Source: an optimization exercise on an open RTL-to-GDS flow (aim: small area, a short achievable clock period and few clock cycles per item). Production flows keep margins and buffers that such runs may drop. Only simulation tests tie the RTL to the original design; equivalence was not proved. Power figures rest on the tool's default switching activity, not on a simulated workload.

==> run M: inputs <==
// alu_exec_unit
module alu_exec_unit #(
    parameter  int WIDTH = 64,
    parameter  int DEPTH = 32,
    localparam int AW    = $clog2(DEPTH)
) (
    input  logic             i_clock,
    input  logic             i_reset_n,
    input  logic             i_cmd_valid,
    output logic             o_cmd_ready,
    input  logic [2:0]       i_cmd_op,
    input  logic [AW-1:0]    i_cmd_rs1,
    input  logic [AW-1:0]    i_cmd_rs2,
    input  logic [AW-1:0]    i_cmd_rd,
    input  logic             i_ld_valid,
    input  logic [AW-1:0]    i_ld_addr,
    input  logic [WIDTH-1:0] i_ld_data,
    output logic             o_rsp_valid,
    output logic [WIDTH-1:0] o_rsp_result,
    output logic             o_rsp_carry,
    output logic             o_rsp_overflow,
    output logic             o_rsp_zero,
    output logic             o_rsp_illegal
);
export LEC_CHECK = 0
export ABC_AREA = 1
export CAP_MARGIN = 20
export CORE_MARGIN = 2
export CORE_UTILIZATION = 45
export CTS_CLUSTER_DIAMETER = 60
export CTS_CLUSTER_SIZE = 24
export GPL_ROUTABILITY_DRIVEN = 1
export GPL_TIMING_DRIVEN = 1
export PLACE_DENSITY = 0.55
export SETUP_SLACK_MARGIN = 2.5
export SLEW_MARGIN = 20
export TNS_END_PERCENT = 10
create_clock -name core_clock -period 5.0 [get_ports {i_clock}]
run.sh (not shown) runs the stock make flow with config.mk's settings and CLKGATE_MAP_FILE= SYNTH_SCRIPT=/design/flow/synth_recipe.tcl, a recipe that flattens the netlist after the stock synthesis.
==> run D: changes against run M <==
--- a/flow/design.v
+++ b/flow/design.v
@@ -33,63 +33,61 @@
     logic               r_d_wbyp_b;
     logic               r_d_fwd_a;     
     logic               r_d_fwd_b;
     logic               r_e_v;
     logic               r_e_we;
     logic [AW-1:0]      r_e_rd;
     logic [WIDTH-1:0]   r_e_a;
-    logic [WIDTH-1:0]   r_e_bx;
+    logic [WIDTH-1:0]   r_e_p;
     logic               r_e_and;
     logic               r_e_or;
     logic               r_e_nor;
     logic               r_e_arith;
     logic               r_e_slt;
     logic               r_e_sub;
     logic               r_e_illegal;
     logic               r_w_v;
-    logic               r_w_we;
-    logic [DEPTH-1:1]   r_w_wsel;
+    logic [DEPTH-1:1]   r_wsel;
+    logic [WIDTH-1:0]   r_wdata;
     logic [WIDTH-1:0]   r_result;
     logic               r_carry;
     logic               r_ovf;
     logic               r_zero;
     logic               r_illegal;
     logic               w_accept;
     logic [DEPTH-1:1]   w_wen;
-    logic [WIDTH-1:0]   w_wdata;
     logic               w_d_we;
     logic               w_d_sub;
     logic [WIDTH-1:0]   w_d_a;
     logic [WIDTH-1:0]   w_d_b;
     logic [WIDTH-1:0]   w_d_bx;
     logic [WIDTH-1:0]   w_e_a;
-    logic [WIDTH-1:0]   w_e_bx;
+    logic [WIDTH-1:0]   w_e_p;
     logic [WIDTH-1:0]   w_p;
     logic [WIDTH-1:0]   w_logic;
     logic [WIDTH-1:0]   w_res0;
     logic [WIDTH-1:0]   w_res1;
     logic [WIDTH:0]     w_c;
     logic               w_slt;
+    logic [WIDTH-1:0]   w_k;
+    logic [WIDTH-1:0]   w_zbit;
+    logic               w_zero;
     logic [WIDTH-1:0]   w_result;
     assign o_cmd_ready = ~i_ld_valid;
     assign w_accept    = i_cmd_valid & ~i_ld_valid;
     assign o_rsp_valid    = r_w_v;
     assign o_rsp_result   = r_result;
     assign o_rsp_carry    = r_carry;
     assign o_rsp_overflow = r_ovf;
     assign o_rsp_zero     = r_zero;
     assign o_rsp_illegal  = r_illegal;
-    always_comb begin
-        for (int i = 1; i < DEPTH; i++)
-            w_wen[i] = r_w_wsel[i] | (i_ld_valid & (i_ld_addr == AW'(i)));
-    end
-    assign w_wdata = r_w_we ? r_result : i_ld_data;
+    assign w_wen = r_wsel;
     always_ff @(posedge i_clock) begin
         for (int i = 1; i < DEPTH; i++)
-            if (w_wen[i]) r_regs[i] <= w_wdata;
+            if (w_wen[i]) r_regs[i] <= r_wdata;
     end
     always_ff @(posedge i_clock or negedge i_reset_n) begin
         if (!i_reset_n) r_written <= '0;
         else            r_written <= r_written | w_wen;
     end
     assign w_d_we  = r_d_v & (r_d_op[2:1] != 2'b11) & (r_d_rd != '0);
     assign w_d_sub = (r_d_op == 3'b011) | (r_d_op == 3'b100);
@@ -108,51 +106,52 @@
             r_d_sel_a[i] <= (i_cmd_rs1 == AW'(i)) & (r_written[i] | w_wen[i])
                           & ~(r_e_we & (r_e_rd == i_cmd_rs1));
             r_d_sel_b[i] <= (i_cmd_rs2 == AW'(i)) & (r_written[i] | w_wen[i])
                           & ~(r_e_we & (r_e_rd == i_cmd_rs2));
         end
     end
     always_comb begin
-        w_d_a = {WIDTH{r_d_wbyp_a}} & r_result;
-        w_d_b = {WIDTH{r_d_wbyp_b}} & r_result;
+        w_d_a = {WIDTH{r_d_wbyp_a}} & r_wdata;
+        w_d_b = {WIDTH{r_d_wbyp_b}} & r_wdata;
         for (int i = 1; i < DEPTH; i++) begin
             w_d_a = w_d_a | ({WIDTH{r_d_sel_a[i]}} & r_regs[i]);
             w_d_b = w_d_b | ({WIDTH{r_d_sel_b[i]}} & r_regs[i]);
         end
     end
     assign w_d_bx = w_d_b ^ {WIDTH{w_d_sub}};
     always_comb begin
         for (int i = 0; i < WIDTH; i++) begin
-            w_e_a[i]    = w_result[i] ? (r_d_fwd_a | w_d_a[i]) : (~r_d_fwd_a & w_d_a[i]);
-            w_e_bx[i]   = w_result[i] ? (r_d_fwd_b ? ~w_d_sub : w_d_bx[i])
-                                      : (r_d_fwd_b ?  w_d_sub : w_d_bx[i]);
+            w_e_a[i] = w_result[i] ? (r_d_fwd_a | w_d_a[i]) : (~r_d_fwd_a & w_d_a[i]);
+            w_e_p[i] = w_result[i]
+                ? ((r_d_fwd_a | w_d_a[i]) ^ (r_d_fwd_b ? ~w_d_sub : w_d_bx[i]))
+                : ((~r_d_fwd_a & w_d_a[i]) ^ (r_d_fwd_b ? w_d_sub : w_d_bx[i]));
         end
     end
     always_ff @(posedge i_clock or negedge i_reset_n) begin
         if (!i_reset_n) begin
             r_e_v  <= 1'b0;
             r_e_we <= 1'b0;
         end else begin
             r_e_v  <= r_d_v;
             r_e_we <= w_d_we;
         end
     end
     always_ff @(posedge i_clock) begin
         r_e_rd      <= r_d_rd;
         r_e_a       <= w_e_a;
-        r_e_bx      <= w_e_bx;
+        r_e_p       <= w_e_p;
         r_e_and     <= (r_d_op == 3'b000);
         r_e_or      <= (r_d_op == 3'b001);
         r_e_arith   <= (r_d_op[2:1] == 2'b01);
         r_e_slt     <= (r_d_op == 3'b100);
         r_e_nor     <= (r_d_op == 3'b101);
         r_e_sub     <= w_d_sub;
         r_e_illegal <= (r_d_op[2:1] == 2'b11);
     end
-    assign w_p = r_e_a ^ r_e_bx;
+    assign w_p = r_e_p;
     logic [WIDTH:0] w_pp [LV+1];
     logic [WIDTH:0] w_vv [LV+1];
     assign w_pp[0] = {w_p, 1'b0};
     assign w_vv[0] = {r_e_a, r_e_sub};
     for (genvar l = 0; l < LV; l++) begin : g_lvl
         for (genvar j = 0; j <= WIDTH; j++) begin : g_pos
             if (j >= (1 << l)) begin : g_op
@@ -170,26 +169,29 @@
     assign w_res0 = ({WIDTH{r_e_arith}} &  w_p) | w_logic;
     assign w_res1 = ({WIDTH{r_e_arith}} & ~w_p) | w_logic;
     assign w_slt = w_p[WIDTH-1] ^ w_c[WIDTH];
     always_comb begin
         for (int i = 0; i < WIDTH; i++) w_result[i] = w_c[i] ? w_res1[i] : w_res0[i];
         if (r_e_slt) w_result[0] = w_slt;
     end
+    assign w_k    = {r_e_a[WIDTH-2:0] | w_p[WIDTH-2:0], r_e_sub};
+    assign w_zbit = r_e_arith ? ~(w_p ^ w_k) : ~w_logic;
+    assign w_zero = (&w_zbit) & ~(r_e_slt & w_slt);
     always_ff @(posedge i_clock or negedge i_reset_n) begin
         if (!i_reset_n) begin
-            r_w_v    <= 1'b0;
-            r_w_we   <= 1'b0;
-            r_w_wsel <= '0;
+            r_w_v  <= 1'b0;
+            r_wsel <= '0;
         end else begin
-            r_w_v  <= r_e_v;
-            r_w_we <= r_e_we;
-            for (int i = 1; i < DEPTH; i++) r_w_wsel[i] <= r_e_we & (r_e_rd == AW'(i));
+            r_w_v <= r_e_v;
+            for (int i = 1; i < DEPTH; i++)
+                r_wsel[i] <= r_e_we ? (r_e_rd == AW'(i)) : (i_ld_valid & (i_ld_addr == AW'(i)));
         end
     end
     always_ff @(posedge i_clock) begin
+        r_wdata   <= r_e_we ? w_result : i_ld_data;
         r_result  <= w_result;
         r_carry   <= r_e_arith & w_c[WIDTH];
         r_ovf     <= r_e_arith & (w_c[WIDTH] ^ w_c[WIDTH-1]);
-        r_zero    <= (w_result == '0);
+        r_zero    <= w_zero;
         r_illegal <= r_e_illegal;
     end
 endmodule
CORE_UTILIZATION = 40   (was 45)
PLACE_DENSITY = 0.5   (was 0.55)
SETUP_SLACK_MARGIN = 2.35   (was 2.5)
TNS_END_PERCENT = 5   (was 10)
==> run notes <==
- Run M finished clean. Run D produced a clean layout.
- Between run D and run M, the lower synthesized area is in run M (gap about 6%, measured against run M).
- Non-clock buffer count: run D is lower than run M (366).
- In run D the worst setup slack is lower than in run M, by 46 ps.
- Between run D and run M, the lower sequential cell count is in run M (gap 63).
==> figures <==
Run status: run D timing/DRC/antenna clean; run M timing/DRC/antenna clean
Non-clock inverters: run D 779; run M 564
Avg Vias per Cell: run D 6.58; run M 7.09
Pin count of the biggest net entering global routing: run D 67; run M 66
Total number of tap cells: run D 3724; run M 3132
P_clk: run D 0.0187 W; run M 0.0164 W
Worst R2R End: run D r_e_p[11]$_DFF_P_; run M r_e_bx[40]$_DFF_P_
Total CTS buffers: run D 214; run M 177
Post-detailed-routing wire length: run D 681000 um; run M 625000 um
Largest clock skew in the final design: run D 60.7 ps; run M 51.9 ps
Testbench counts of run M, summed over its fixed seeds: cycles 11,232, commands 9,600.
Testbench counts of run D, summed over its fixed seeds: cycles 11,232, commands 9,600.

==> re-timing with driven ports <==
How much do the figures lean on ideal ports? The routed layouts below were timed once more, with nothing changed but the port constraints. Step 1: set_driving_cell puts a clkbuf_16 on i_clock and a buf_2 on each other input, an assumption about the parent block. Step 2 moves the port delays by t, midway between the first and last clock arrival at a register: inputs arrive t later, outputs are due t later. That takes back most of the time a late clock gives input paths. Slacks: ideal / step 1 / step 2; pairs: ideal / step 1.
| run | shift t [ns] | setup WS [ns] | hold slack, ns | latest minus earliest clock arrival (ns) | pins driven straight from the clock port |
|---|---|---|---|---|---|
| run M | 0.990 | 1.969 / 1.969 / 1.162 | 0.341 / 0.341 / 0.341 | 0.056 / 0.055 | 1 |
| run D | 1.056 | 1.923 / 1.923 / 1.287 | 0.028 / -0.065 / 0.327 | 0.074 / 0.074 | 1 |
After both steps setup and hold are still met in every run listed. The setup slack of run M, which loses most, moves by 0.000 ns with the drivers and by -0.807 ns with both steps.
